This design comes from an exercise in tuning for small area and a short achievable clock period on the open sky130 flow, not from production work. Function was checked by simulation only, so behaviour that the tests miss may differ from the original. In runs 2 to 4 the design's own scripts or RTL, not TritonCTS, make the clock network. No driver is modelled on the clock port, so clock power and skew are understated where the tree is cut down; a real chip needs a root buffer or a tree. Power is estimated from default activity; no workload was simulated.

**flow/design.v**
```verilog
package core_pkg;
	localparam int unsigned gpr_width = 32;
	localparam int unsigned pc_width = 16;
	localparam int unsigned reg_addr_width = 4;
	localparam int unsigned reg_count = 1 << reg_addr_width;
	typedef logic [reg_addr_width-1:0] reg_addr_t;
	localparam reg_addr_t zero_reg = reg_addr_t'(0);
	localparam reg_addr_t link_reg = reg_addr_t'(reg_count - 1);
endpackage
package ex_ctrl_pkg;
	typedef logic [5:0] alu_funct_t;
	localparam alu_funct_t alu_add = 6'd0;
	localparam alu_funct_t alu_sub = 6'd1;
	localparam alu_funct_t alu_and = 6'd2;
	localparam alu_funct_t alu_or = 6'd3;
	localparam alu_funct_t alu_xor = 6'd4;
	localparam alu_funct_t alu_nor = 6'd5;
	localparam alu_funct_t alu_sll = 6'd6;  
	localparam alu_funct_t alu_srl = 6'd7;  
	localparam alu_funct_t alu_slt = 6'd8;  
	localparam alu_funct_t alu_pass_b = 6'd9;  
	typedef logic [1:0] fwd_sel_t;
	localparam fwd_sel_t fwd_none = 2'd0;  
	localparam fwd_sel_t fwd_ex = 2'd1;  
	localparam fwd_sel_t fwd_mem = 2'd2;  
	typedef logic [1:0] reg_dst_t;
	localparam reg_dst_t dst_rd = 2'd0;
	localparam reg_dst_t dst_rt = 2'd1;
	localparam reg_dst_t dst_link = 2'd2;
	localparam logic alu_src_reg = 1'b0;
	localparam logic alu_src_imm = 1'b1;
	localparam int unsigned flag_width = 5;
	localparam int unsigned flag_zero = 0;
	localparam int unsigned flag_neg = 1;
	localparam int unsigned flag_carry = 2;  
	localparam int unsigned flag_ovf = 3;
	localparam int unsigned flag_true = 4;  
endpackage
`timescale 1ns/1ps
module alu (
	input  logic [31:0] op1,
	input  logic [31:0] hp,        
	input  logic        sub,       
	input  logic        use_sum,   
	input  logic        use_slt,   
	input  logic        use_sh,    
	input  logic        sh_left,   
	input  logic [3:0]  lut,       
	input  logic [4:0]  rot_amt,   
	output logic [31:0] result,
	output logic        zero,      
	output logic        carry,     
	output logic        ovf        
);
	logic [31:0] sum;
	logic        cout;
	logic        ovf_raw;
	logic        lt;
	logic [31:0] logic_res;
	logic [32:0] gk [0:6];
	logic [32:0] pk [0:6];
	always_comb begin
		gk[0] = {op1 & ~hp, sub};
		pk[0] = {hp, 1'b0};
		for (int l = 0; l < 6; l++) begin
			for (int j = 0; j < 33; j++) begin
				if (j >= (1 << l)) begin
					gk[l + 1][j] = gk[l][j] | (pk[l][j] & gk[l][j - (1 << l)]);
					pk[l + 1][j] = pk[l][j] & pk[l][j - (1 << l)];
				end else begin
					gk[l + 1][j] = gk[l][j];
					pk[l + 1][j] = pk[l][j];
				end
			end
		end
	end
	assign sum = hp ^ gk[6][31:0];
	assign cout = gk[6][32];
	assign ovf_raw = !hp[31] && (sum[31] != op1[31]);
	assign lt = sum[31] ^ ovf_raw;
	always_comb begin
		for (int i = 0; i < 32; i++) begin
			logic_res[i] = (lut[3] && op1[i] && hp[i]) || (lut[2] && op1[i] && !hp[i])
			            || (lut[1] && !op1[i] && hp[i]) || (lut[0] && !op1[i] && !hp[i]);
		end
	end
	logic [31:0] rot;
	logic [31:0] le;     
	logic        rz;
	logic [31:0] keep;
	always_comb begin
		rot = op1;
		for (int k = 0; k < 5; k++) begin
			if (rot_amt[k]) rot = (rot >> (1 << k)) | (rot << (32 - (1 << k)));
		end
	end
	assign rz = (rot_amt == 5'd0);
	always_comb begin
		for (int u = 0; u < 32; u++) begin
			le[u] = ({27'b0, rot_amt} <= u);
		end
		for (int i = 0; i < 32; i++) begin
			keep[i] = use_sh && (sh_left ? (!le[31 - i] || rz) : le[31 - i]);
		end
	end
	always_comb begin
		result = ({32{use_sum}} & sum) | logic_res | (keep & rot);
		result[0] = result[0] | (use_slt && lt);
	end
	logic        zero_add;
	logic [31:0] need;   
	logic        zero_sh;
	assign zero_add = (hp == ({op1[30:0] | hp[30:0], sub}));
	always_comb begin
		for (int j = 0; j < 32; j++) begin
			need[j] = sh_left ? (!le[j] || rz) : le[j];
		end
	end
	assign zero_sh = !use_sh || ((op1 & need) == '0);
	assign zero = use_sum ? zero_add : (use_slt ? !lt : ((logic_res == '0) && zero_sh));
	assign carry = use_sum && (cout ^ sub);
	assign ovf = use_sum && ovf_raw;
endmodule
`timescale 1ns/1ps
module flag_reg (
	input  logic       clk,
	input  logic       rst,
	input  logic [4:0] flags_in,
	output logic [4:0] flags
);
	always_ff @(posedge clk or posedge rst) begin
		if (rst) begin
			flags <= '0;
		end else begin
			flags <= flags_in;
		end
	end
endmodule
`timescale 1ns/1ps
module branch_unit (
	input  logic        neg,
	input  logic        zero,
	input  logic        carry,
	input  logic        ovf,
	input  logic        flag_write,   
	input  logic [4:0]  flags_old,    
	input  logic        is_branch,
	input  logic        sel_jflag_branch,
	input  logic        sel_beq_bne,
	input  logic        sel_jt_jf,
	input  logic [3:0]  flag_code,
	output logic [4:0]  flags,        
	output logic        taken
);
	logic [4:0] alu_flags;
	logic       flag_bit;
	assign alu_flags = {1'b1, ovf, carry, neg, zero};
	assign flags = flag_write ? alu_flags : flags_old;
	always_comb begin
		case (flag_code)
			4'd0: flag_bit = flags[0] ^ sel_jt_jf;
			4'd1: flag_bit = flags[1] ^ sel_jt_jf;
			4'd2: flag_bit = flags[2] ^ sel_jt_jf;
			4'd3: flag_bit = flags[3] ^ sel_jt_jf;
			4'd4: flag_bit = flags[4] ^ sel_jt_jf;
			default: flag_bit = 1'b0;
		endcase
	end
	assign taken = is_branch && (sel_jflag_branch ? flag_bit : (flags[0] ^ sel_beq_bne));
endmodule
`timescale 1ns/1ps
module forward_unit (
	input  logic [3:0]  src,
	input  logic [3:0]  ex_mem_dest,
	input  logic        ex_mem_write,
	input  logic [3:0]  mem_wb_dest,
	input  logic        mem_wb_write,
	input  logic [31:0] ex_mem_data,
	input  logic [31:0] mem_wb_data,
	input  logic [31:0] reg_data,
	output logic [31:0] value
);
	logic hit_ex;
	logic hit_mem;
	assign hit_ex = (src != 4'd0) && ex_mem_write && (ex_mem_dest == src);
	assign hit_mem = (src != 4'd0) && mem_wb_write && (mem_wb_dest == src);
	assign value = hit_ex ? ex_mem_data : (hit_mem ? mem_wb_data : reg_data);
endmodule
`timescale 1ns/1ps
module pc_adder (
	input  logic [15:0] a,
	input  logic [15:0] b,
	output logic [15:0] y
);
	logic [15:0] g [0:4];
	logic [15:0] p [0:4];
	logic [15:0] h;
	assign h = a ^ b;
	always_comb begin
		g[0] = a & b;
		p[0] = h;
		for (int l = 0; l < 4; l++) begin
			for (int j = 0; j < 16; j++) begin
				if (j >= (1 << l)) begin
					g[l + 1][j] = g[l][j] | (p[l][j] & g[l][j - (1 << l)]);
					p[l + 1][j] = p[l][j] & p[l][j - (1 << l)];
				end else begin
					g[l + 1][j] = g[l][j];
					p[l + 1][j] = p[l][j];
				end
			end
		end
	end
	assign y = h ^ {g[4][14:0], 1'b0};
endmodule
module ex_stage (
	input  logic        clk,
	input  logic        rst,
	input  logic [5:0]  alu_funct,
	input  logic        alu_src,
	input  logic [1:0]  reg_dst,
	input  logic        fl_write_enable,
	input  logic        mem_write_enable,
	input  logic        is_branch,
	input  logic        sel_jflag_branch,
	input  logic        sel_beq_bne,
	input  logic        sel_jt_jf,
	input  logic [1:0]  wb_res_mux,
	input  logic        reg_write_enable,
	input  logic [3:0]  rs,
	input  logic [3:0]  rt,
	input  logic [3:0]  rd,
	input  logic [31:0] data_rs,
	input  logic [31:0] data_rt,
	input  logic [31:0] imm,
	input  logic [15:0] next_pc,
	input  logic [31:0] mem_wb_data,
	input  logic [3:0]  mem_wb_dest,
	input  logic        mem_wb_write,
	output logic        out_mem_write_enable,
	output logic [1:0]  out_wb_res_mux,
	output logic        out_reg_write_enable,
	output logic [31:0] out_imm,
	output logic [15:0] out_next_pc,
	output logic [15:0] out_branch_addr,
	output logic [31:0] out_alu_res,
	output logic [31:0] out_mem_addr,
	output logic [31:0] out_mem_data,
	output logic [3:0]  out_reg_dest,
	output logic        branch_taken
);
	logic        mwe_q;
	logic [1:0]  wbm_q;
	logic        rwe_q;
	logic [31:0] imm_q;
	logic [15:0] npc_q;
	logic [31:0] a_q;
	logic [31:0] b_q;
	logic [3:0]  dest_q;
	logic        taken_q;
	logic [31:0] hp_q;    
	logic        sub_q;   
	logic        sum_q;   
	logic        slt_q;
	logic        sh_q;    
	logic        left_q;  
	logic [3:0]  lut_q;   
	logic [4:0]  rot_q;   
	logic        flw_q;   
	logic [4:0]  flags_q;  
	logic [31:0] res;
	logic        alu_zero;
	logic        alu_carry;
	logic        alu_ovf;
	logic [4:0]  flags_now;
	logic [31:0] a_val;
	logic [31:0] b_val;
	logic [31:0] op2;
	logic [3:0]  dest;
	logic        taken;
	logic        squash;
	logic        sub;
	logic [3:0]  lut;
	logic [4:0]  shamt;
	assign squash = taken_q;
	alu u_alu (
		.op1(a_q),
		.hp(hp_q),
		.sub(sub_q),
		.use_sum(sum_q),
		.use_slt(slt_q),
		.use_sh(sh_q),
		.sh_left(left_q),
		.lut(lut_q),
		.rot_amt(rot_q),
		.result(res),
		.zero(alu_zero),
		.carry(alu_carry),
		.ovf(alu_ovf)
	);
	branch_unit u_bru (
		.neg(res[31]),
		.zero(alu_zero),
		.carry(alu_carry),
		.ovf(alu_ovf),
		.flag_write(flw_q),
		.flags_old(flags_q),
		.is_branch(is_branch),
		.sel_jflag_branch(sel_jflag_branch),
		.sel_beq_bne(sel_beq_bne),
		.sel_jt_jf(sel_jt_jf),
		.flag_code(rs),
		.flags(flags_now),
		.taken(taken)
	);
	flag_reg u_flags (
		.clk(clk),
		.rst(rst),
		.flags_in(flags_now),
		.flags(flags_q)
	);
	forward_unit u_fwd_a (
		.src(rs),
		.ex_mem_dest(dest_q),
		.ex_mem_write(rwe_q),
		.mem_wb_dest(mem_wb_dest),
		.mem_wb_write(mem_wb_write),
		.ex_mem_data(res),
		.mem_wb_data(mem_wb_data),
		.reg_data(data_rs),
		.value(a_val)
	);
	forward_unit u_fwd_b (
		.src(rt),
		.ex_mem_dest(dest_q),
		.ex_mem_write(rwe_q),
		.mem_wb_dest(mem_wb_dest),
		.mem_wb_write(mem_wb_write),
		.ex_mem_data(res),
		.mem_wb_data(mem_wb_data),
		.reg_data(data_rt),
		.value(b_val)
	);
	pc_adder u_target (
		.a(npc_q),
		.b(imm_q[15:0]),
		.y(out_branch_addr)
	);
	always_comb begin
		case (reg_dst)
			2'd0: dest = rd;
			2'd1: dest = rt;
			2'd2: dest = 4'd15;
			default: dest = 4'd0;
		endcase
	end
	assign op2 = alu_src ? imm : b_val;
	assign shamt = op2[4:0];
	assign sub = (alu_funct == 6'd1) || (alu_funct == 6'd8);
	always_comb begin
		case (alu_funct)
			6'd2: lut = 4'b0100;  
			6'd3: lut = 4'b1110;  
			6'd4: lut = 4'b1010;  
			6'd5: lut = 4'b0001;  
			6'd9: lut = 4'b0110;  
			default: lut = 4'b0000;
		endcase
	end
	always_ff @(posedge clk or posedge rst) begin
		if (rst) begin
			mwe_q <= 1'b0;
			wbm_q <= '0;
			rwe_q <= 1'b0;
			imm_q <= '0;
			npc_q <= '0;
			a_q <= '0;
			b_q <= '0;
			dest_q <= '0;
			taken_q <= 1'b0;
			sub_q <= 1'b0;
			sum_q <= 1'b0;
			slt_q <= 1'b0;
			sh_q <= 1'b0;
			left_q <= 1'b0;
			lut_q <= '0;
			flw_q <= 1'b0;
		end else if (squash) begin
			mwe_q <= 1'b0;  
			wbm_q <= '0;
			rwe_q <= 1'b0;
			imm_q <= '0;
			npc_q <= '0;
			a_q <= '0;
			b_q <= '0;
			dest_q <= '0;
			taken_q <= 1'b0;
			sub_q <= 1'b0;
			sum_q <= 1'b0;
			slt_q <= 1'b0;
			sh_q <= 1'b0;
			left_q <= 1'b0;
			lut_q <= '0;
			flw_q <= 1'b0;
		end else begin
			mwe_q <= mem_write_enable;
			wbm_q <= wb_res_mux;
			rwe_q <= reg_write_enable;
			imm_q <= imm;
			npc_q <= next_pc;
			a_q <= a_val;
			b_q <= b_val;
			dest_q <= dest;
			taken_q <= taken;
			sub_q <= sub;
			sum_q <= (alu_funct == 6'd0) || (alu_funct == 6'd1);
			slt_q <= (alu_funct == 6'd8);
			sh_q <= (alu_funct == 6'd6) || (alu_funct == 6'd7);
			left_q <= (alu_funct == 6'd6);
			lut_q <= lut;
			flw_q <= fl_write_enable;
		end
	end
	always_ff @(posedge clk) begin
		hp_q <= a_val ^ op2 ^ {32{sub}};
		rot_q <= (alu_funct == 6'd6) ? (5'd0 - shamt) : shamt;
	end
	assign out_mem_write_enable = mwe_q;
	assign out_wb_res_mux = wbm_q;
	assign out_reg_write_enable = rwe_q;
	assign out_imm = imm_q;
	assign out_next_pc = npc_q;
	assign out_alu_res = res;
	assign out_mem_addr = a_q;
	assign out_mem_data = b_q;
	assign out_reg_dest = dest_q;
	assign branch_taken = taken_q;
endmodule
`timescale 1ns/1ps
module ex_top #(
	parameter int data_width = core_pkg::gpr_width,
	parameter int pc_width = core_pkg::pc_width
) (
	input  logic                    clk,
	input  logic                    rst,
	input  ex_ctrl_pkg::alu_funct_t alu_funct,
	input  logic                    alu_src,
	input  ex_ctrl_pkg::reg_dst_t   reg_dst,
	input  logic                    fl_write_enable,
	input  logic                    mem_write_enable,
	input  logic                    is_branch,
	input  logic                    sel_jflag_branch,
	input  logic                    sel_beq_bne,
	input  logic                    sel_jt_jf,
	input  logic [1:0]              wb_res_mux,
	input  logic                    reg_write_enable,
	input  core_pkg::reg_addr_t     rs,
	input  core_pkg::reg_addr_t     rt,
	input  core_pkg::reg_addr_t     rd,
	input  logic [data_width-1:0]   data_rs,
	input  logic [data_width-1:0]   data_rt,
	input  logic [data_width-1:0]   imm,
	input  logic [pc_width-1:0]     next_pc,
	input  logic [data_width-1:0]   mem_wb_data,   
	input  core_pkg::reg_addr_t     mem_wb_dest,
	input  logic                    mem_wb_write,
	output logic                    out_mem_write_enable,
	output logic [1:0]              out_wb_res_mux,
	output logic                    out_reg_write_enable,
	output logic [data_width-1:0]   out_imm,
	output logic [pc_width-1:0]     out_next_pc,
	output logic [pc_width-1:0]     out_branch_addr,
	output logic [data_width-1:0]   out_alu_res,
	output logic [data_width-1:0]   out_mem_addr,
	output logic [data_width-1:0]   out_mem_data,
	output core_pkg::reg_addr_t     out_reg_dest,
	output logic                    branch_taken
);
	ex_stage u_ex (
		.clk(clk),
		.rst(rst),
		.alu_funct(alu_funct),
		.alu_src(alu_src),
		.reg_dst(reg_dst),
		.fl_write_enable(fl_write_enable),
		.mem_write_enable(mem_write_enable),
		.is_branch(is_branch),
		.sel_jflag_branch(sel_jflag_branch),
		.sel_beq_bne(sel_beq_bne),
		.sel_jt_jf(sel_jt_jf),
		.wb_res_mux(wb_res_mux),
		.reg_write_enable(reg_write_enable),
		.rs(rs),
		.rt(rt),
		.rd(rd),
		.data_rs(data_rs),
		.data_rt(data_rt),
		.imm(imm),
		.next_pc(next_pc),
		.mem_wb_data(mem_wb_data),
		.mem_wb_dest(mem_wb_dest),
		.mem_wb_write(mem_wb_write),
		.out_mem_write_enable(out_mem_write_enable),
		.out_wb_res_mux(out_wb_res_mux),
		.out_reg_write_enable(out_reg_write_enable),
		.out_imm(out_imm),
		.out_next_pc(out_next_pc),
		.out_branch_addr(out_branch_addr),
		.out_alu_res(out_alu_res),
		.out_mem_addr(out_mem_addr),
		.out_mem_data(out_mem_data),
		.out_reg_dest(out_reg_dest),
		.branch_taken(branch_taken)
	);
endmodule
```
**flow/flow/run.sh**
```bash
#!/bin/bash
# The standard layout, with every port buffered by the smallest buffer cell
# instead of the delay buffer the resizer picks by default.
export BUFFER_PORTS_ARGS="-buffer_cell sky130_fd_sc_hd__buf_1"
bash standard.sh > standard.log 2>&1
```
**flow/standard.sh**
```bash
#!/bin/bash
# synth_recipe.tcl (not shown) runs the flow's synth.tcl, then flattens the netlist and writes it again
# the make line also repeats each setting of config.mk as NAME=value (left out here)
make -C /OpenROAD-flow-scripts/flow DESIGN_CONFIG=/design/flow/config.mk WORK_HOME=/design/flow/orfs CLKGATE_MAP_FILE= SYNTH_SCRIPT=/design/flow/synth_recipe.tcl "${@:-finish}"
```
**flow/config.mk**
```make
export PLATFORM = sky130hd
export DESIGN_NAME = ex_top
export DESIGN_NICKNAME = ex_top
export VERILOG_FILES = /design/flow/design.v
export SDC_FILE = /design/flow/constraint.sdc
export NUM_CORES = 4
export LEC_CHECK = 0
export CAP_MARGIN = 20
export CORE_MARGIN = 2
export CORE_UTILIZATION = 60
export SETUP_SLACK_MARGIN = 2.5
export SLEW_MARGIN = 20
export SYNTH_HIERARCHICAL = 1
export SYNTH_MINIMUM_KEEP_SIZE = 0
```
**flow/constraint.sdc**
```tcl
create_clock -name core_clock -period 7.0 [get_ports {clk}]
set_input_delay 1.4000 -clock core_clock [delete_from_list [all_inputs] [get_ports {clk}]]
set_output_delay 1.4000 -clock core_clock [all_outputs]
set_load 0.01 [all_outputs]
```
==> flow_summary.ini, run 1 <==
[synthesis]
synthTopCellsByArea = dfrtp_1 (22%), mux4_2 (8.6%), xnor2_1 (7.3%)
ys_types = 98
synth_mux_area_share_pct = 15.16
yosysSeqAreaShare_pct = 26.25
synth_compound_area_share_pct = 20.51
syn_nets = 1997
synth-edff-count = 0
yosys_most_used_dff = dfrtp_1
syn_inst = 1799
synth_fa_ha_area_share_pct = 1.395
synth_top_family_by_area = simple AND/OR/NAND/NOR gates
async_flop_share_pct = 78.61
ys_seq_elements = 173
netlist_area_mm2 = 0.01578
yosys.area.top_type_share_pct = 21.56
synth_xor_area_share_pct = 8.490
synth_warnings = 15
syn_area_per_cell_um2 = 8.774
synth_area_leader_cell = dfrtp_1
yosys.area_share.simple_pct = 20.70

[pwr]
p_int_mw = 2.686
p_sw_share_pct = 46.59
p_seq_share_pct = 31.9
ir_drop_v = 0.0002173
power_mw = 5.028
power_density_mw_per_mm2 = 281.4
leakage_nw = 6.632
clockPowerShare_pct = 19.6
pwr-share-comb_pct = 48.5
switchingPower_mw = 2.342

[drt]
ant_nets = 0
viasPerCell = 6.784
dr_total_vias = 16233
drc_errors = 0
drt_wl_total_um = 61000
wl_per_cell_um = 25.49
drt_iter0_drc = 2146
drt-pass1-iter-count = 7

[global_routing]
grt_first_pass_wirelength_um = 91240
grt_max_degree = 91
grt_pass1_vias = 15586
gr-total-overflow = 0
antenna_found_initial = 1
grt_use_total_pct = 42.41

[sta]
slew_violations = 0
grt_setup_unrepaired = true
tns_ps = 0
slew_headroom_pct = 27.85
worst_pin_slew_ps = 1081
fmax_mhz = 221.4
whs_ps = 470.1
fin_crit_ps = 4517
finalCritPeriodShare_pct = 64.53
fin_skew_ps = 18.56
setup_viol = 0
finalHoldViolCount = 0

[run]
maxCapViolCount = 0

[critical_path]
critical_path_class = flip-flop to primary output
critPathMaxFanout = 13
cp.required_ps = 5600
cp_data_arrival_time_ps = 3120
crit_path_start_kind = flip-flop
end_kind = primary output

[die]
die_w_um = 166.2
io_pins = 350
dieArea_mm2 = 0.02762
core_region_area_mm2 = 0.02591
start_util_pct = 60.92
die_h_um = 166.2
row_count = 59

[clock_tree]
cts_hold_buf = 0
cts_buffers = 17
clock_sinks = 173
clockBufferDepth = 2
clk_pin_slew_ps = 90
clkLatencyLatePin_ps = 450
root_buffer = clkbuf_16
cts_tree = yes
htreeDepth = 4

[min_path]
hold_path_class = flip-flop to flip-flop

[final_layout]
final_cell_mix = buf_1 (344), nand2_1 (149), o21ai_0 (143)
layout.nets = 2243
layout_commonest_cell = buf_1
antenna_cells = 0
syn_to_final_growth_pct = 13.21
finish.utilization_pct = 68.96
drive_gt1_share_pct = 17.30

[outcome]
status = no timing/DRC/antenna violations

[placed_design]
port-buffer-count = 349
hpwl_um = 44960
gp_congestion = 1.059
## cell families (layout without fill, tap and decap cells)
kind of cell	Yosys count	in the layout
and+or+nand+nor	636	636
AOI/OAI and AO/OA	455	455
buffers and inverters	209	468
DFF	173	173
muxes	156	156
xor gates and xnor gates	153	153
adders and majority gates	17	17
## Yosys stat by module, one instance, submodules excluded, excerpt
module        cells  copies in the design  flops+latches  area, um2
alu             869                     1              0       6357
ex_stage        467                     1            168       6147
forward_unit    169                     2              0       1124
branch_unit      28                     1              0      209.0
flag_reg          6                     1              5      128.9
pc_adder         91                     1              0      694.4
## layout make-up
cell class                      count  area [um2]
Multi-Input combinational cell   1417       10660
Fill cell                        2130        8043
Sequential cell                   173        4215
Timing Repair Buffer              408        1856
Clock buffer                       17       425.4
Tap cell                          335       419.2
Clock inverter                     15       185.2
Inverter                           28       108.9
## cell usage after synthesis (all sizes together) (4+ instances only)
master / number
inv: 26
clkbuf: 106
nor4: 15
o32ai: 4
nand2: 151
and2b: 5
a22oi: 5
o221ai: 4
o21bai: 5
dfxtp: 37
nand4: 21
a31oi: 94
a21o: 10
a22o: 5
o21a: 11
xor2: 22
or2: 12
a21oi: 71
mux4: 64
nor2b: 124
a221o: 4
a211oi: 10
nand3: 90
xnor2: 131
or3: 6
buf: 74
o211ai: 11
mux2i: 83
a211o: 6
mux2: 9
nor3b: 6
nor2: 79
nor3: 93
o21ai: 184
o22ai: 4
nand2b: 14
ha: 16
dfrtp: 136
and3: 5
## power by group through the flow
stage / logic [mW] / registers (mW) / clock network [mW]
floorplan: 1.76 / 1.38 / 0
global placement: 2.16 / 1.63 / 0
detailed placement: 2.19 / 1.63 / 0
CTS: 2.31 / 1.58 / 0.990
global route: 2.60 / 1.62 / 1.03
finish: 2.44 / 1.60 / 0.985
## what timing repair did
action / 4_1_cts / 5_1_grt
gates cloned: 0 / 1
pin swaps: 3 / 11
buffers inserted: 18 / 15
gates resized for setup: 71 / 52
endpoints found under the setup margin: 32 / 29
## worst paths after layout
check | start | end | depth (start not counted) | slack [ps]
min | u_ex.u_flags.flags[4] | u_ex.u_flags.flags[4] | 1 | 470
max in group asynchronous | rst | u_ex.a_q[13] | 3 | 5240
max | u_ex.left_q | out_alu_res[14] | 7 | 2480
max reg2reg | u_ex.rot_q[3] | u_ex.taken_q | 16 | 2880
min reg2reg | u_ex.u_flags.flags[4] | u_ex.u_flags.flags[4] | 1 | 470
min in group asynchronous | rst | u_ex.u_flags.flags[0] | 2 | 890
## worst max-delay path, stage by stage (launching register included)
cell	delay, ps
dfrtp_1	670
inv_1	400
a21oi_1	270
nor2_1	150
a211o_1	390
a31oi_1	330
o21ai_1	210
buf_1	240
## stage by stage
step	worst slack, ps	instance area [um2]	std cells
6_report	2483	17870	2393
5_1_grt	2437	17870	2393
2_1_floorplan	3091	15790	1799
3_3_place_gp	2343	16650	2326
3_5_place_dp	2367	16650	2326
4_1_cts	2476	17560	2376
## routing by layer
metal,vias up,share of wire [%],GRT usage [%]
met5,-,0,0
met4,0,6.2,23.10
met3,254,12,9.628
li1,7028,-,-
met1,7694,36,53.40
met2,1257,46,68.01
## registers in the layout, indices dropped and copies added, names as in the netlist
| register | flops |
|---|---|
| u_ex.npc_q | 16 |
| u_ex.imm_q | 32 |
| u_ex.dest_q | 4 |
| u_ex.rot_q | 5 |
| u_ex.lut_q | 4 |
| u_ex.a_q | 32 |
| u_ex.wbm_q | 2 |
| u_ex.left_q | 1 |
| u_ex.sub_q | 1 |
| u_ex.rwe_q | 1 |
| u_ex.mwe_q | 1 |
| u_ex.b_q | 32 |
| u_ex.sum_q | 1 |
| u_ex.u_flags.flags | 5 |
| u_ex.hp_q | 32 |
| u_ex.flw_q | 1 |
| u_ex.slt_q | 1 |
| u_ex.taken_q | 1 |
| u_ex.sh_q | 1 |
==> run 2, diff against run 1 <==
--- a/flow/design.v
+++ b/flow/design.v
@@ -58,11 +58,14 @@
 	logic        lt;
 	logic [31:0] logic_res;
-	logic [32:0] gk [0:6];
-	logic [32:0] pk [0:6];
+	logic [31:0] other;    
+	logic [31:0] gk [0:5];
+	logic [31:0] pk [0:5];
+	logic [31:0] cy;     
 	always_comb begin
-		gk[0] = {op1 & ~hp, sub};
-		pk[0] = {hp, 1'b0};
-		for (int l = 0; l < 6; l++) begin
-			for (int j = 0; j < 33; j++) begin
+		gk[0] = op1 & ~hp;
+		gk[0][0] = (op1[0] & ~hp[0]) | (hp[0] & sub);
+		pk[0] = hp;
+		for (int l = 0; l < 5; l++) begin
+			for (int j = 0; j < 32; j++) begin
 				if (j >= (1 << l)) begin
 					gk[l + 1][j] = gk[l][j] | (pk[l][j] & gk[l][j - (1 << l)]);
@@ -75,6 +78,7 @@
 		end
 	end
-	assign sum = hp ^ gk[6][31:0];
-	assign cout = gk[6][32];
+	assign cy = {gk[5][30:0], sub};
+	assign sum = hp ^ cy;
+	assign cout = gk[5][31];
 	assign ovf_raw = !hp[31] && (sum[31] != op1[31]);
 	assign lt = sum[31] ^ ovf_raw;
@@ -105,6 +109,9 @@
 	end
 	always_comb begin
-		result = ({32{use_sum}} & sum) | logic_res | (keep & rot);
-		result[0] = result[0] | (use_slt && lt);
+		other = logic_res | (keep & rot);
+		other[0] = other[0] | (use_slt && lt);
+		for (int i = 0; i < 32; i++) begin
+			result[i] = cy[i] ? ((use_sum && !hp[i]) || other[i]) : ((use_sum && hp[i]) || other[i]);
+		end
 	end
 	logic        zero_add;
@@ -170,4 +177,15 @@
 endmodule
 `timescale 1ns/1ps
+module fwd_bit (
+	input  logic sel_ex,
+	input  logic sel_mem,
+	input  logic sel_reg,
+	input  logic ex_data,
+	input  logic mem_data,
+	input  logic reg_data,
+	output logic value
+);
+	assign value = (sel_ex & ex_data) | (sel_mem & mem_data) | (sel_reg & reg_data);
+endmodule
 module forward_unit (
 	input  logic [3:0]  src,
@@ -176,8 +194,12 @@
 	input  logic [3:0]  mem_wb_dest,
 	input  logic        mem_wb_write,
+	input  logic        squash,
 	input  logic [31:0] ex_mem_data,
 	input  logic [31:0] mem_wb_data,
 	input  logic [31:0] reg_data,
-	output logic [31:0] value
+	output logic [31:0] value,
+	output logic        sel_ex,    
+	output logic        sel_mem,
+	output logic        sel_reg
 );
 	logic hit_ex;
@@ -185,5 +207,18 @@
 	assign hit_ex = (src != 4'd0) && ex_mem_write && (ex_mem_dest == src);
 	assign hit_mem = (src != 4'd0) && mem_wb_write && (mem_wb_dest == src);
-	assign value = hit_ex ? ex_mem_data : (hit_mem ? mem_wb_data : reg_data);
+	assign sel_ex = !squash && hit_ex;
+	assign sel_mem = !squash && !hit_ex && hit_mem;
+	assign sel_reg = !squash && !hit_ex && !hit_mem;
+	for (genvar i = 0; i < 32; i++) begin : g_bit
+		fwd_bit u_bit (
+			.sel_ex(sel_ex),
+			.sel_mem(sel_mem),
+			.sel_reg(sel_reg),
+			.ex_data(ex_mem_data[i]),
+			.mem_data(mem_wb_data[i]),
+			.reg_data(reg_data[i]),
+			.value(value[i])
+		);
+	end
 endmodule
 `timescale 1ns/1ps
@@ -282,5 +317,13 @@
 	logic        sub;
 	logic [3:0]  lut;
-	logic [4:0]  shamt;
+	logic        bsel_ex;
+	logic        bsel_mem;
+	logic        bsel_reg;
+	logic        left;
+	logic [4:0]  rot_ex;
+	logic [4:0]  rot_mem;
+	logic [4:0]  rot_reg;
+	logic [4:0]  rot_b;
+	logic [4:0]  rot_d;
 	assign squash = taken_q;
 	alu u_alu (
@@ -326,8 +369,12 @@
 		.mem_wb_dest(mem_wb_dest),
 		.mem_wb_write(mem_wb_write),
+		.squash(squash),
 		.ex_mem_data(res),
 		.mem_wb_data(mem_wb_data),
 		.reg_data(data_rs),
-		.value(a_val)
+		.value(a_val),
+		.sel_ex(),
+		.sel_mem(),
+		.sel_reg()
 	);
 	forward_unit u_fwd_b (
@@ -337,9 +384,29 @@
 		.mem_wb_dest(mem_wb_dest),
 		.mem_wb_write(mem_wb_write),
+		.squash(squash),
 		.ex_mem_data(res),
 		.mem_wb_data(mem_wb_data),
 		.reg_data(data_rt),
-		.value(b_val)
+		.value(b_val),
+		.sel_ex(bsel_ex),
+		.sel_mem(bsel_mem),
+		.sel_reg(bsel_reg)
 	);
+	assign left = (alu_funct == 6'd6);
+	assign rot_ex = left ? (5'd0 - res[4:0]) : res[4:0];
+	assign rot_mem = left ? (5'd0 - mem_wb_data[4:0]) : mem_wb_data[4:0];
+	assign rot_reg = left ? (5'd0 - data_rt[4:0]) : data_rt[4:0];
+	for (genvar i = 0; i < 5; i++) begin : g_rot
+		fwd_bit u_bit (
+			.sel_ex(bsel_ex),
+			.sel_mem(bsel_mem),
+			.sel_reg(bsel_reg),
+			.ex_data(rot_ex[i]),
+			.mem_data(rot_mem[i]),
+			.reg_data(rot_reg[i]),
+			.value(rot_b[i])
+		);
+	end
+	assign rot_d = alu_src ? (left ? (5'd0 - imm[4:0]) : imm[4:0]) : rot_b;
 	pc_adder u_target (
 		.a(npc_q),
@@ -356,5 +423,4 @@
 	end
 	assign op2 = alu_src ? imm : b_val;
-	assign shamt = op2[4:0];
 	assign sub = (alu_funct == 6'd1) || (alu_funct == 6'd8);
 	always_comb begin
@@ -375,6 +441,4 @@
 			imm_q <= '0;
 			npc_q <= '0;
-			a_q <= '0;
-			b_q <= '0;
 			dest_q <= '0;
 			taken_q <= 1'b0;
@@ -392,6 +456,4 @@
 			imm_q <= '0;
 			npc_q <= '0;
-			a_q <= '0;
-			b_q <= '0;
 			dest_q <= '0;
 			taken_q <= 1'b0;
@@ -409,6 +471,4 @@
 			imm_q <= imm;
 			npc_q <= next_pc;
-			a_q <= a_val;
-			b_q <= b_val;
 			dest_q <= dest;
 			taken_q <= taken;
@@ -417,12 +477,21 @@
 			slt_q <= (alu_funct == 6'd8);
 			sh_q <= (alu_funct == 6'd6) || (alu_funct == 6'd7);
-			left_q <= (alu_funct == 6'd6);
+			left_q <= left;
 			lut_q <= lut;
 			flw_q <= fl_write_enable;
 		end
 	end
+	always_ff @(posedge clk or posedge rst) begin
+		if (rst) begin
+			a_q <= '0;
+			b_q <= '0;
+		end else begin
+			a_q <= a_val;
+			b_q <= b_val;
+		end
+	end
 	always_ff @(posedge clk) begin
 		hp_q <= a_val ^ op2 ^ {32{sub}};
-		rot_q <= (alu_funct == 6'd6) ? (5'd0 - shamt) : shamt;
+		rot_q <= rot_d;
 	end
 	assign out_mem_write_enable = mwe_q;
==> flow/flow/run.sh (replaced) <==
#!/bin/bash
# The standard layout with two changes:
#  - every port is buffered by the smallest buffer cell instead of the delay
#    buffer the resizer picks by default;
#  - the clock tree (flow/my_cts.tcl, run in place of TritonCTS) is two levels:
#    four root clock buffers fed by the clock port, sixteen leaf buffers each
#    serving a compact cluster of about eleven registers. Every register sees
#    the same two buffers, and the insertion delay stays low.
export BUFFER_PORTS_ARGS="-buffer_cell sky130_fd_sc_hd__buf_1"
export PRE_CTS_TCL="$PWD/flow/my_cts.tcl"
bash standard.sh > standard.log 2>&1
==> flow/flow/my_cts.tcl (new file) <==
# Two-level clock tree: the clock port drives a few root clock buffers, each
# root drives a few leaf clock buffers, and each leaf drives the clock pins of
# one compact cluster of registers. Every register sees the same two buffers.
rename clock_tree_synthesis orfs_clock_tree_synthesis

proc my_cts_kmeans { pts k iters } {
  # pts: list of {item x y}; returns list of k clusters (lists of pts)
  set n [llength $pts]
  set sorted [lsort -integer -index 1 $pts]
  set cents {}
  for {set i 0} {$i < $k} {incr i} {
    set p [lindex $sorted [expr {int(($i + 0.5) * $n / $k)}]]
    lappend cents [list [lindex $p 1] [lindex $p 2]]
  }
  set cap [expr {int(ceil(double($n) / $k))}]
  for {set it 0} {$it < $iters} {incr it} {
    # capacity-limited assignment: farthest-choice-first greedy
    set cl {}
    for {set i 0} {$i < $k} {incr i} { lappend cl {} }
    set order {}
    foreach p $pts {
      set best 1e30; set second 1e30
      foreach c $cents {
        set d [expr {abs([lindex $p 1] - [lindex $c 0]) + abs([lindex $p 2] - [lindex $c 1])}]
        if {$d < $best} { set second $best; set best $d } elseif {$d < $second} { set second $d }
      }
      lappend order [list $p [expr {$second - $best}]]
    }
    set order [lsort -real -decreasing -index 1 $order]
    foreach o $order {
      set p [lindex $o 0]
      set bi -1; set bd 1e30
      for {set i 0} {$i < $k} {incr i} {
        if {[llength [lindex $cl $i]] >= $cap} continue
        set c [lindex $cents $i]
        set d [expr {abs([lindex $p 1] - [lindex $c 0]) + abs([lindex $p 2] - [lindex $c 1])}]
        if {$d < $bd} { set bd $d; set bi $i }
      }
      lset cl $bi [concat [lindex $cl $bi] [list $p]]
    }
    set cents {}
    foreach c $cl {
      set sx 0.0; set sy 0.0
      foreach p $c { set sx [expr {$sx + [lindex $p 1]}]; set sy [expr {$sy + [lindex $p 2]}] }
      set m [expr {max(1, [llength $c])}]
      lappend cents [list [expr {int($sx / $m)}] [expr {int($sy / $m)}]]
    }
  }
  return [list $cl $cents]
}

proc my_cts_buffer { block master name x y in_net sinks } {
  set inst [odb::dbInst_create $block $master $name]
  $inst setLocation $x $y
  $inst setPlacementStatus PLACED
  set net [odb::dbNet_create $block "${name}_net"]
  $net setSigType CLOCK
  foreach it $sinks {
    $it disconnect
    $it connect $net
  }
  [$inst findITerm X] connect $net
  [$inst findITerm A] connect $in_net
  return $inst
}

proc clock_tree_synthesis { args } {
  set nleaf 16
  set nroot 4
  set leaf_master_name sky130_fd_sc_hd__clkbuf_8
  set root_master_name sky130_fd_sc_hd__clkbuf_16
  set block [ord::get_db_block]
  set db [ord::get_db]
  set leaf_master [$db findMaster $leaf_master_name]
  set root_master [$db findMaster $root_master_name]
  set clk_net [$block findNet clk]
  set sinks {}
  foreach it [$clk_net getITerms] {
    set bb [[$it getInst] getBBox]
    lappend sinks [list $it [expr {([$bb xMin] + [$bb xMax]) / 2}] [expr {([$bb yMin] + [$bb yMax]) / 2}]]
  }
  puts "my_cts: [llength $sinks] clock sinks, $nleaf leaf and $nroot root buffers"
  lassign [my_cts_kmeans $sinks $nleaf 8] leaves lcents
  # Roots over the leaf centroids
  set lpts {}
  for {set i 0} {$i < $nleaf} {incr i} {
    lassign [lindex $lcents $i] x y
    lappend lpts [list $i $x $y]
  }
  # Roots: split the leaves in two by y, then each half in two by x
  set lpts [lsort -integer -index 2 $lpts]
  set h [expr {[llength $lpts] / 2}]
  set roots {}
  foreach half [list [lrange $lpts 0 [expr {$h - 1}]] [lrange $lpts $h end]] {
    set half [lsort -integer -index 1 $half]
    set q [expr {[llength $half] / 2}]
    lappend roots [lrange $half 0 [expr {$q - 1}]] [lrange $half $q end]
  }
  set rcents {}
  foreach r $roots {
    set sx 0; set sy 0
    foreach p $r { set sx [expr {$sx + [lindex $p 1]}]; set sy [expr {$sy + [lindex $p 2]}] }
    lappend rcents [list [expr {$sx / [llength $r]}] [expr {$sy / [llength $r]}]]
  }
  for {set r 0} {$r < $nroot} {incr r} {
    lassign [lindex $rcents $r] rx ry
    set rinst [my_cts_buffer $block $root_master "clkbuf_root_$r" $rx $ry $clk_net {}]
    set rnet [$block findNet "clkbuf_root_${r}_net"]
    foreach lp [lindex $roots $r] {
      set i [lindex $lp 0]
      lassign [lindex $lcents $i] x y
      set its {}
      foreach s [lindex $leaves $i] { lappend its [lindex $s 0] }
      my_cts_buffer $block $leaf_master "clkbuf_leaf_$i" $x $y $rnet $its
      puts "my_cts: leaf $i under root $r at ($x, $y) drives [llength $its] sinks"
    }
  }
  $clk_net setSigType CLOCK
  set_propagated_clock [all_clocks]
}
==> flow_summary.ini, run 2 <==
[outcome]
status = no timing/DRC/antenna violations

[die]
core_region_area_mm2 = 0.02411
dieArea_mm2 = 0.02556
start_util_pct = 60.47
row_count = 57
die_w_um = 159.9
io_pins = 350
die_h_um = 159.9

[synthesis]
yosys.area.top_type_share_pct = 23.35
synthTopCellsByArea = dfrtp_1 (23%), mux4_2 (11%), xnor2_1 (7.7%)
syn_inst = 1588
synth_mux_area_share_pct = 18.11
synthTopCellsByCount = dfrtp_1 (136), xnor2_1 (128), nand2_1 (109)
synth-edff-count = 0
synth.most_common_cell = dfrtp_1
netlist_area_mm2 = 0.01458
synth_area_leader_cell = dfrtp_1
synth_xor_area_share_pct = 8.833
async_flop_share_pct = 78.61
syn_nets = 1789
syn_area_per_cell_um2 = 9.179
yosys.area_share.simple_pct = 15.52
synth_fa_ha_area_share_pct = 1.768
synth_warnings = 15
yosys_most_used_dff = dfrtp_1
synth_compound_area_share_pct = 20.59
ys_types = 101
synth_top_family_by_area = compound AO/OA/AOI/OAI gates
yosysSeqAreaShare_pct = 28.43
ys_seq_elements = 173

[critical_path]
critical_path_class = flip-flop to primary output
end_kind = primary output
r2r_setup_slack_ps = 2720
rr_worst_depth = 14
cp_data_arrival_time_ps = 3100
crit_slowest_cell = dfxtp_4
path_cells = buf_4 -> mux4_2 -> mux4_2 -> nand2_1 -> nand2_1 -> a31oi_1 -> o21ai_0 -> buf_1
worstReg2RegStart = u_ex.rot_q[1]
crit_path_start_kind = flip-flop
critPathMaxFanout = 22
rr_endpoint = u_ex.taken_q
slowest_delay_ps = 590
cp.required_ps = 5600

[final_layout]
fillCellCount = 1954
syn_to_final_growth_pct = 13.77
finish.utilization_pct = 68.79
finalInstanceArea_mm2 = 0.01658
drive_gt1_share_pct = 12.58
final_cell_mix = buf_1 (348), xnor2_1 (128), dfrtp_1 (124)
antenna_cells = 0
layout_commonest_cell = buf_1
layout.nets = 2071
multiInputGateArea_mm2 = 0.009597
regArea_mm2 = 0.004180

[global_routing]
grt_most_used_layer = met2
gr-total-overflow = 0
grt_use_total_pct = 39.49
grt_pass1_vias = 14104
antenna_found_initial = 0
met2_usage_pct = 64.99
grt_use_met3_pct = 6.909
grt.met1_usage_pct = 51.29
grt_max_degree = 132
grt_first_pass_wirelength_um = 79980

[placed_design]
port-buffer-count = 349
gp_congestion = 1.107
placed_area_mm2 = 0.01592
hpwl_um = 37970

[min_path]
min_from = u_ex.u_flags.flags[4]
hold_path_class = flip-flop to flip-flop
worstHoldEndpoint = u_ex.u_flags.flags[4]
whs_path_depth = 1

[sta]
tns_ps = 0
grt_setup_unrepaired = true
slew_violations = 0
whs_ps = 462.5
slew_headroom_pct = 18.48
fmax_mhz = 222.1
finalCritPeriodShare_pct = 64.31
fin_skew_ps = 32.32
worst_pin_slew_ps = 1223
fin_crit_ps = 4502
finalHoldViolCount = 0
setup_viol = 0

[drt]
dr_total_vias = 14990
viasPerCell = 6.839
drc_errors = 0
drt-pass1-iter-count = 7
ant_nets = 0
drt_iter0_drc = 2259
drt_wl_total_um = 53240
wl_per_cell_um = 24.29

[run]
maxCapViolCount = 0

[clock_tree]
clk_pin_slew_ps = 80
clkLatencyLatePin_ps = 300

[pwr]
power_mw = 5.001
ir_drop_v = 0.0002383
power_density_mw_per_mm2 = 301.6
leakage_nw = 6.550
## run 2: cell count changes after synthesis, moves of 42 or more
| cell | delta |
|---|---|
| a222oi_1 | +69 |
| a31oi_2 | -60 |
| inv_1 | +75 |
| nand2_1 | -42 |
| nand3_1 | -68 |
| nor2b_1 | -58 |
| nor3_1 | -42 |
| o21ai_0 | -81 |
## run 2: metal layers
metal  wire length [um]  vias up
met4               2823        0
met1              19780     7180
met3               5981      220
met2              24660     1079
li1                   -     6511
met5                  0        -
## run 2: repair_timing
| item | CTS | global route |
|---|---|---|
| hold buffers | 0 | 0 |
| pin swaps | 2 | 6 |
| endpoints found under the hold margin | 0 | 0 |
| setup buffers | 2 | 19 |
| resized for setup | 20 | 34 |
| endpoints found under the setup margin | 31 | 30 |
## run 2: worst max-delay path: cells and delay by family, from the launching register on
| family | cells | cell delay, ps |
|---|---|---|
| AO/OA/AOI/OAI | 2 | 550 |
| buffers and inverters | 2 | 530 |
| flip-flops | 1 | 590 |
| multiplexers | 2 | 910 |
| AND/OR/NAND/NOR | 2 | 200 |
## run 2: through the flow
| step | cells | worst slack [ps] |
|---|---|---|
| CTS | 2172 | 2428 |
| global route | 2192 | 2423 |
| global placement | 2150 | 2418 |
| detailed placement | 2150 | 2429 |
| finish | 2192 | 2498 |
| floorplan | 1588 | 2652 |
## run 2: how the worst max path moves through the flow
stage | from | to | slack [ps] | cells past startpoint
after floorplan | rt[0] | u_ex.hp_q[10] | 2650 | 8
after global placement | u_ex.rot_q[0] | out_alu_res[27] | 2420 | 7
after detailed placement | u_ex.rot_q[0] | out_alu_res[27] | 2430 | 7
after CTS | u_ex.rot_q[0] | out_alu_res[27] | 2430 | 7
after global routing | u_ex.rot_q[1] | out_alu_res[29] | 2420 | 9
final | u_ex.rot_q[1] | out_alu_res[20] | 2500 | 8
## run 2: cells by family (layout without fill, tap and decap cells)
group	count (synthesis)	count (layout)
and+or+nand+nor	437	437
DFF	173	173
muxes	170	170
xor gates and xnor gates	147	147
adders and majority gates	20	20
buffers and inverters	235	515
AOI/OAI and AO/OA	406	406
## run 2: layout make-up
type                    count  share of cell area, %
inverters                 104                  2.392
multi-input cells        1180                  57.87
well taps                 324                  2.445
repair buffers            391                  10.16
plain buffers              20                  1.931
flip-flops and latches    173                  25.21
## run 2: per-module statistics from Yosys (local to each module, per instance), a selection
module / cells inside / flip-flops and latches
alu: 839 / 0
branch_unit: 28 / 0
fwd_bit: 2 / 0
forward_unit: 22 / 0
flag_reg: 6 / 5
ex_stage: 442 / 168
pc_adder: 91 / 0
## run 2: power breakdown
part	internal (mW)	switching (mW)	total (mW)
Clock	0.308	0.328	0.636
Combinational	1.13	1.54	2.67
Sequential	1.22	0.481	1.70
==> run 3, diff against run 2 <==
--- a/flow/design.v
+++ b/flow/design.v
@@ -68,7 +68,7 @@
 		for (int l = 0; l < 5; l++) begin
 			for (int j = 0; j < 32; j++) begin
-				if (j >= (1 << l)) begin
-					gk[l + 1][j] = gk[l][j] | (pk[l][j] & gk[l][j - (1 << l)]);
-					pk[l + 1][j] = pk[l][j] & pk[l][j - (1 << l)];
+				if (((j >> l) & 1) == 1) begin
+					gk[l + 1][j] = gk[l][j] | (pk[l][j] & gk[l][((j >> l) << l) - 1]);
+					pk[l + 1][j] = pk[l][j] & pk[l][((j >> l) << l) - 1];
 				end else begin
 					gk[l + 1][j] = gk[l][j];
--- a/flow/config.mk
+++ b/flow/config.mk
@@ -8,6 +8,6 @@
 export CAP_MARGIN = 20
 export CORE_MARGIN = 2
-export CORE_UTILIZATION = 60
-export SETUP_SLACK_MARGIN = 2.5
+export CORE_UTILIZATION = 70
+export SETUP_SLACK_MARGIN = 2.7
 export SLEW_MARGIN = 20
 export SYNTH_HIERARCHICAL = 1
==> flow_summary.ini, run 3 <==
[sta]
slew_violations = 0
fmax_mhz = 214.9
finalHoldViolCount = 0
worst_pin_slew_ps = 1218
setup_viol = 0
finalCritPeriodShare_pct = 66.47
grt_setup_unrepaired = true
tns_ps = 0
slew_headroom_pct = 18.74
whs_ps = 489.0
fin_ws_ps = 2347
fin_skew_ps = 33.46
fin_crit_ps = 4653

[drt]
ant_nets = 0
drt-pass1-iter-count = 17
drc_errors = 0
drt_wl_total_um = 61950
drt_iter0_drc = 3514
viasPerCell = 7.633
dr_total_vias = 16618
wl_per_cell_um = 28.45

[run]
maxCapViolCount = 0

[pwr]
clockPowerShare_pct = 12.2
switchingPower_mw = 2.580
power_density_mw_per_mm2 = 315.0
leakage_nw = 6.878
p_sw_share_pct = 48.19
p_seq_share_pct = 30.5
ir_drop_v = 0.0002450
p_int_mw = 2.773
pwr-share-comb_pct = 57.4
power_mw = 5.353

[placed_design]
dpl.cell_count = 2083
port-buffer-count = 349
placed_area_mm2 = 0.01553
place_ws_ps = 2318
gp_congestion = 1.104
hpwl_um = 38640

[final_layout]
finalInstanceArea_mm2 = 0.01699
final_cell_mix = buf_1 (340), nand2_1 (126), xnor2_1 (119)
layout_commonest_cell = buf_1
fillCellCount = 1092
finalNonFillerCells = 2177
drive_gt1_share_pct = 17.18
regArea_mm2 = 0.004253
layout.nets = 2106
finish.utilization_pct = 84.51
syn_to_final_growth_pct = 19.22
multiInputGateArea_mm2 = 0.009537

[synthesis]
async_flop_share_pct = 78.61
synth.most_common_cell = dfrtp_1
yosys.area.top_type_share_pct = 23.88
synthTopCellsByArea = dfrtp_1 (24%), mux4_2 (10%), xnor2_1 (7.3%)
ys_seq_elements = 173
synth-edff-count = 0
ys_types = 92
yosysSeqAreaShare_pct = 29.08
netlist_area_mm2 = 0.01425
synthTopCellsByCount = dfrtp_1 (136), nand2_1 (127), xnor2_1 (119)
syn_inst = 1580
synth_area_leader_cell = dfrtp_1
syn_nets = 1781
synth_warnings = 15
yosys_most_used_dff = dfrtp_1
syn_area_per_cell_um2 = 9.020

[critical_path]
end_kind = primary output
crit_buf_inv = 2
critPathMaxFanout = 9
critPathTopFamily = compound AO/OA/AOI/OAI gates
path_cells = buf_4 -> nand2b_1 -> a21o_1 -> a21oi_1 -> mux2i_1 -> o31ai_1 -> a41oi_4 -> xnor2_1 -> o21ai_2 -> buf_1
critical_path_class = flip-flop to primary output
slowest_delay_ps = 740
crit_slowest_cell = o31ai_1
cp_data_arrival_time_ps = 3250
cp.required_ps = 5600
crit_path_start_kind = flip-flop

[global_routing]
grt_most_used_layer = met2
grt_use_met3_pct = 16.28
gr-total-overflow = 0
grt.met1_usage_pct = 61.74
grt_use_total_pct = 51.96
antenna_found_initial = 7
grt_pass1_vias = 15277
grt_first_pass_wirelength_um = 87060
grt_max_degree = 69
met2_usage_pct = 80.68

[outcome]
status = no timing/DRC/antenna violations

[clock_tree]
clk_pin_slew_ps = 80
clkLatencyLatePin_ps = 310
cts_hold_buf = 0

[die]
io_pins = 350
die_h_um = 146.7
start_util_pct = 70.89
row_count = 52
die_w_um = 146.7
core_region_area_mm2 = 0.02010
dieArea_mm2 = 0.02152

[min_path]
hold_path_class = flip-flop to flip-flop
==> run 3: layout make-up <==
type	instances	area share [%]
repair buffers	437	12.56
diodes	4	0.05891
multi-input cells	1170	56.13
well taps	270	1.988
flip-flops and latches	173	25.03
plain buffers	20	1.885
inverters	103	2.349
==> run 3: worst paths after layout <==
path,startpoint,to,cells past startpoint,slack [ps]
min in group asynchronous,rst,u_ex.u_flags.flags[3],2,1010
max in group asynchronous,rst,u_ex.a_q[20],3,4330
min reg2reg,u_ex.u_flags.flags[4],u_ex.u_flags.flags[4],1,490
min,u_ex.u_flags.flags[4],u_ex.u_flags.flags[4],1,490
max reg2reg,u_ex.a_q[24],u_ex.taken_q,16,2510
max,u_ex.a_q[24],out_alu_res[31],10,2350
==> run 3: per-layer routing <==
| layer | vias up | share of wire, % |
|---|---|---|
| li1 | 6484 | - |
| met5 | - | 0.034 |
| met4 | 4 | 11 |
| met1 | 7511 | 30 |
| met3 | 669 | 16 |
| met2 | 1950 | 42 |
==> run 3: timing repair <==
action                                  4_1_cts  5_1_grt
setup buffers                                42       25
endpoints found under the setup margin       36       33
pin swaps                                    11       15
gates cloned                                  1        2
gates resized for setup                      99       85
==> run 3: power groups by stage <==
stage	sequential, mW	combinational [mW]	clock (mW)
floorplan	1.41	1.89	0
global placement	1.65	2.32	0
detailed placement	1.66	2.39	0
CTS	1.58	2.67	0.630
global route	1.64	3.18	0.676
finish	1.63	3.07	0.651
==> run 3: cell families (layout without fill, tap and decap cells) <==
| family | Yosys count | after routing | synth area share, % |
|---|---|---|---|
| other cells | 0 | 4 | 0 |
| flops | 173 | 173 | 29.08 |
| buf+inv | 237 | 560 | 6.629 |
| xor+xnor | 153 | 153 | 9.403 |
| compound gates | 399 | 399 | 20.54 |
| mux | 155 | 155 | 16.72 |
| fa+ha+maj | 20 | 20 | 1.809 |
| simple gates | 443 | 443 | 15.82 |
==> run 3: modules after synthesis (local to each module, per instance), excerpt <==
| module | times used | cells | area [um2] |
|---|---|---|---|
| alu | 1 | 831 | 5937 |
| branch_unit | 1 | 28 | 209.0 |
| ex_stage | 1 | 442 | 6005 |
| flag_reg | 1 | 6 | 128.9 |
| forward_unit | 2 | 22 | 163.9 |
| fwd_bit | 69 | 2 | 13.76 |
| pc_adder | 1 | 91 | 694.4 |
==> run 4, diff against run 3 <==
--- a/flow/design.v
+++ b/flow/design.v
@@ -237,7 +237,7 @@
 		for (int l = 0; l < 4; l++) begin
 			for (int j = 0; j < 16; j++) begin
-				if (j >= (1 << l)) begin
-					g[l + 1][j] = g[l][j] | (p[l][j] & g[l][j - (1 << l)]);
-					p[l + 1][j] = p[l][j] & p[l][j - (1 << l)];
+				if (((j >> l) & 1) == 1) begin
+					g[l + 1][j] = g[l][j] | (p[l][j] & g[l][((j >> l) << l) - 1]);
+					p[l + 1][j] = p[l][j] & p[l][((j >> l) << l) - 1];
 				end else begin
 					g[l + 1][j] = g[l][j];
@@ -303,4 +303,7 @@
 	logic [4:0]  rot_q;   
 	logic        flw_q;   
+	logic        live_q;  
+	logic [31:0] imm_out;
+	logic [15:0] npc_out;
 	logic [4:0]  flags_q;  
 	logic [31:0] res;
@@ -410,6 +413,6 @@
 	assign rot_d = alu_src ? (left ? (5'd0 - imm[4:0]) : imm[4:0]) : rot_b;
 	pc_adder u_target (
-		.a(npc_q),
-		.b(imm_q[15:0]),
+		.a(npc_out),
+		.b(imm_out[15:0]),
 		.y(out_branch_addr)
 	);
@@ -439,13 +442,9 @@
 			wbm_q <= '0;
 			rwe_q <= 1'b0;
-			imm_q <= '0;
-			npc_q <= '0;
 			dest_q <= '0;
 			taken_q <= 1'b0;
-			sub_q <= 1'b0;
 			sum_q <= 1'b0;
 			slt_q <= 1'b0;
 			sh_q <= 1'b0;
-			left_q <= 1'b0;
 			lut_q <= '0;
 			flw_q <= 1'b0;
@@ -454,13 +453,9 @@
 			wbm_q <= '0;
 			rwe_q <= 1'b0;
-			imm_q <= '0;
-			npc_q <= '0;
 			dest_q <= '0;
 			taken_q <= 1'b0;
-			sub_q <= 1'b0;
 			sum_q <= 1'b0;
 			slt_q <= 1'b0;
 			sh_q <= 1'b0;
-			left_q <= 1'b0;
 			lut_q <= '0;
 			flw_q <= 1'b0;
@@ -469,13 +464,9 @@
 			wbm_q <= wb_res_mux;
 			rwe_q <= reg_write_enable;
-			imm_q <= imm;
-			npc_q <= next_pc;
 			dest_q <= dest;
 			taken_q <= taken;
-			sub_q <= sub;
 			sum_q <= (alu_funct == 6'd0) || (alu_funct == 6'd1);
 			slt_q <= (alu_funct == 6'd8);
 			sh_q <= (alu_funct == 6'd6) || (alu_funct == 6'd7);
-			left_q <= left;
 			lut_q <= lut;
 			flw_q <= fl_write_enable;
@@ -484,4 +475,17 @@
 	always_ff @(posedge clk or posedge rst) begin
 		if (rst) begin
+			live_q <= 1'b0;
+		end else begin
+			live_q <= !squash;
+		end
+	end
+	always_ff @(posedge clk) begin
+		imm_q <= imm;
+		npc_q <= next_pc;
+	end
+	assign imm_out = imm_q & {32{live_q}};
+	assign npc_out = npc_q & {16{live_q}};
+	always_ff @(posedge clk or posedge rst) begin
+		if (rst) begin
 			a_q <= '0;
 			b_q <= '0;
@@ -494,10 +498,12 @@
 		hp_q <= a_val ^ op2 ^ {32{sub}};
 		rot_q <= rot_d;
+		sub_q <= sub;
+		left_q <= left;
 	end
 	assign out_mem_write_enable = mwe_q;
 	assign out_wb_res_mux = wbm_q;
 	assign out_reg_write_enable = rwe_q;
-	assign out_imm = imm_q;
-	assign out_next_pc = npc_q;
+	assign out_imm = imm_out;
+	assign out_next_pc = npc_out;
 	assign out_alu_res = res;
 	assign out_mem_addr = a_q;
--- a/flow/config.mk
+++ b/flow/config.mk
@@ -8,7 +8,8 @@
 export CAP_MARGIN = 20
 export CORE_MARGIN = 2
-export CORE_UTILIZATION = 70
-export SETUP_SLACK_MARGIN = 2.7
+export CORE_UTILIZATION = 60
+export SETUP_SLACK_MARGIN = 2.5
 export SLEW_MARGIN = 20
 export SYNTH_HIERARCHICAL = 1
 export SYNTH_MINIMUM_KEEP_SIZE = 0
+export TNS_END_PERCENT = 0
==> flow_summary.ini, run 4 <==
[critical_path]
worstSetupStartpoint = u_ex.a_q[18]
critPathMaxFanout = 10
end_kind = primary output
worstReg2RegStart = u_ex.a_q[18]
critical_path_class = flip-flop to primary output
cp_data_arrival_time_ps = 3130
cp.required_ps = 5600
crit_path_start_kind = flip-flop

[synthesis]
async_flop_share_pct = 50.00
synth-edff-count = 0
ys_seq_elements = 174
syn_area_per_cell_um2 = 8.867
netlist_area_mm2 = 0.01396
ys_types = 93
synth_area_leader_cell = dfrtp_1
yosys_most_used_dff = dfxtp_1
synthTopCellsByCount = nand2_1 (131), inv_1 (112), xnor2_1 (112)
syn_nets = 1777
syn_inst = 1574
yosysSeqAreaShare_pct = 28.08
synth.most_common_cell = nand2_1
yosys.area.top_type_share_pct = 15.60
synthTopCellsByArea = dfrtp_1 (16%), dfxtp_1 (12%), mux4_2 (10%)
synth_warnings = 15

[global_routing]
gr-total-overflow = 0
grt_first_pass_wirelength_um = 78490
antenna_found_initial = 1
grt_max_degree = 58
grt_use_total_pct = 41.26
grt_pass1_vias = 13717

[die]
core_region_area_mm2 = 0.02271
row_count = 55
start_util_pct = 61.46
die_h_um = 156.5
io_pins = 350
die_w_um = 156.5
dieArea_mm2 = 0.02450

[final_layout]
finalInstanceArea_mm2 = 0.01601
layout_commonest_cell = buf_1
syn_to_final_growth_pct = 14.68
drive_gt1_share_pct = 11.73
final_cell_mix = buf_1 (347), nand2_1 (130), xnor2_1 (112)
layout.nets = 2055

[min_path]
hold_path_class = flip-flop to flip-flop
min_from = u_ex.u_flags.flags[4]

[sta]
fmax_mhz = 220.8
finalCritPeriodShare_pct = 64.69
setup_viol = 0
slew_headroom_pct = 13.70
fin_skew_ps = 43.53
fin_ws_ps = 2472
slew_violations = 0
tns_ps = 0
grt_setup_unrepaired = true
finalHoldViolCount = 0
worst_pin_slew_ps = 1278
whs_ps = 458.1
fin_crit_ps = 4528

[drt]
drt_iter0_drc = 2210
wl_met1_um = 18560
viasPerCell = 6.833
drt-pass1-iter-count = 10
dr_total_vias = 14595
wl_per_cell_um = 24.70
ant_nets = 0
met2WireLength_um = 24310
drt_wl_total_um = 52750
dr_wl_met3_um = 6834
top_layer = met4
drc_errors = 0

[pwr]
leakage_nw = 6.417
pwr-share-comb_pct = 52.3
p_seq_share_pct = 34.3
p_sw_share_pct = 46.02
clockPowerShare_pct = 13.3
p_int_mw = 2.566
ir_drop_v = 0.0002071
power_mw = 4.753
switchingPower_mw = 2.187
power_density_mw_per_mm2 = 296.9

[placed_design]
hpwl_um = 38230
placed_area_mm2 = 0.01527
place_ws_ps = 2215
gp_congestion = 1.035
port-buffer-count = 349

[clock_tree]
clkLatencyLatePin_ps = 310
clk_pin_slew_ps = 80

[outcome]
status = no timing/DRC/antenna violations

[run]
maxCapViolCount = 0
run 4: changes by cell type after synthesis, sizes merged, moves of 4 or more:
cell    previous run  this run
dfxtp             37        87
dfrtp            136        87
and2               9        57
nor2b             61        16
inv              102       112
xnor2            119       112
nand3             18        23
a211oi            13         9
nand2            127       131
nor2              79        75
nor3              47        43
o21ai            106       102
run 4: per-module statistics from Yosys (local to each module, per instance), a selection:
| module | area [um2] | cells inside | times used |
|---|---|---|---|
| forward_unit | 163.9 | 22 | 2 |
| fwd_bit | 13.76 | 2 | 69 |
| branch_unit | 209.0 | 28 | 1 |
| pc_adder | 644.4 | 80 | 1 |
| alu | 5937 | 831 | 1 |
| ex_stage | 5761 | 447 | 1 |
run 4: stage by stage:
step,cells,utilization (%)
5_1_grt,2135,70.47
3_3_place_gp,2096,67.26
4_1_cts,2123,69.34
2_1_floorplan,1574,-
6_report,2136,70.48
3_5_place_dp,2096,67.26
run 4: final cells by class:
class                   count  area [um2]
multi-input cells        1155        9229
fillers                  1869        6704
flip-flops and latches    174        3964
repair buffers            388        1705
inverters                 113       427.9
well taps                 285       356.6
plain buffers              20       320.3
diodes                      1       2.502
run 4: power groups by stage:
stage                     Clock, mW  Combinational, mW  Sequential (mW)
after floorplan                   0               1.86             1.33
after CTS                     0.635               2.35             1.61
after global routing          0.674               2.68             1.65
final                         0.634               2.49             1.63
after detailed placement          0               2.29             1.62
after global placement            0               2.26             1.62
run 4: path summary, 6_finish.rpt:
path	endpoint	slack, ps	cells after the start
worst max register to register	u_ex.taken_q	2840	15
worst max-delay path	out_alu_res[31]	2470	9
min in group asynchronous	u_ex.u_flags.flags[4]	1050	2
worst min-delay path	u_ex.u_flags.flags[4]	460	1
max in group asynchronous	u_ex.a_q[13]	4740	3
worst min register to register	u_ex.u_flags.flags[4]	460	1
run 4: cells by family after synthesis:
logic type	synth area share, %
AND/OR/NAND/NOR	16.24
AO/OA/AOI/OAI	20.56
buffers and inverters	6.974
flip-flops	28.08
multiplexers	16.75
XOR/XNOR	9.225
adder cells (fa/ha/maj)	2.187
run 4: per-layer routing:
metal	GRT usage, %	up-vias
met2	66.16	1152
met5	0	-
met1	52.25	6862
met4	20.10	0
met3	10.27	228
li1	-	6353
run 4: repair_timing:
action                                  CTS  global route
pin swaps                                 5             3
endpoints found under the setup margin   33            34
setup buffers                             7            11
resized for setup                        38            39
gates cloned                              0             1
hold buffers                              0             0
run 4: worst max-delay path, cell delays in order, from the launching register on:
cell	delay, ps
dfrtp_2	520
nor3b_2	280
a311oi_1	110
or3b_2	560
a2111oi_4	390
nor3_4	120
a41oi_4	270
xnor2_1	120
o21ai_2	270
buf_1	190

## separate check: timing with driven ports
How much do the figures lean on ideal ports? The routed layouts below were timed once more, with nothing changed but the port constraints. Step 1 sets driving cells, clkbuf_16 on the clock port and buf_2 on the other inputs (assumed; they add their load-dependent delay and slew). Step 2 moves the port delays by t, midway between the first and last clock arrival at a register: inputs arrive t later, outputs are due t later. That takes back most of the time a late clock gives input paths. Three values: ideal ports, drivers, drivers and shift; two values: the first two.
| run | shift t [ns] | setup slack, ns | hold WS [ns] | clock arrival spread, ns | cell pins on the clock port's net |
|---|---|---|---|---|---|
| run 1 | 0.486 | 2.483 / 2.433 / 2.429 | 0.470 / 0.470 / 0.470 | 0.020 / 0.020 | 1 |
| run 2 | 0.392 | 2.498 / 2.393 / 2.723 | 0.462 / 0.462 / 0.462 | 0.033 / 0.032 | 4 |
| run 3 | 0.407 | 2.347 / 2.233 / 2.512 | 0.489 / 0.489 / 0.489 | 0.041 / 0.041 | 4 |
| run 4 | 0.394 | 2.472 / 2.367 / 2.762 | 0.458 / 0.458 / 0.458 | 0.044 / 0.043 | 4 |
After both steps setup and hold are still met in every run listed. The setup slack of run 1, which loses most, moves by -0.050 ns with the drivers and by -0.054 ns with both steps.
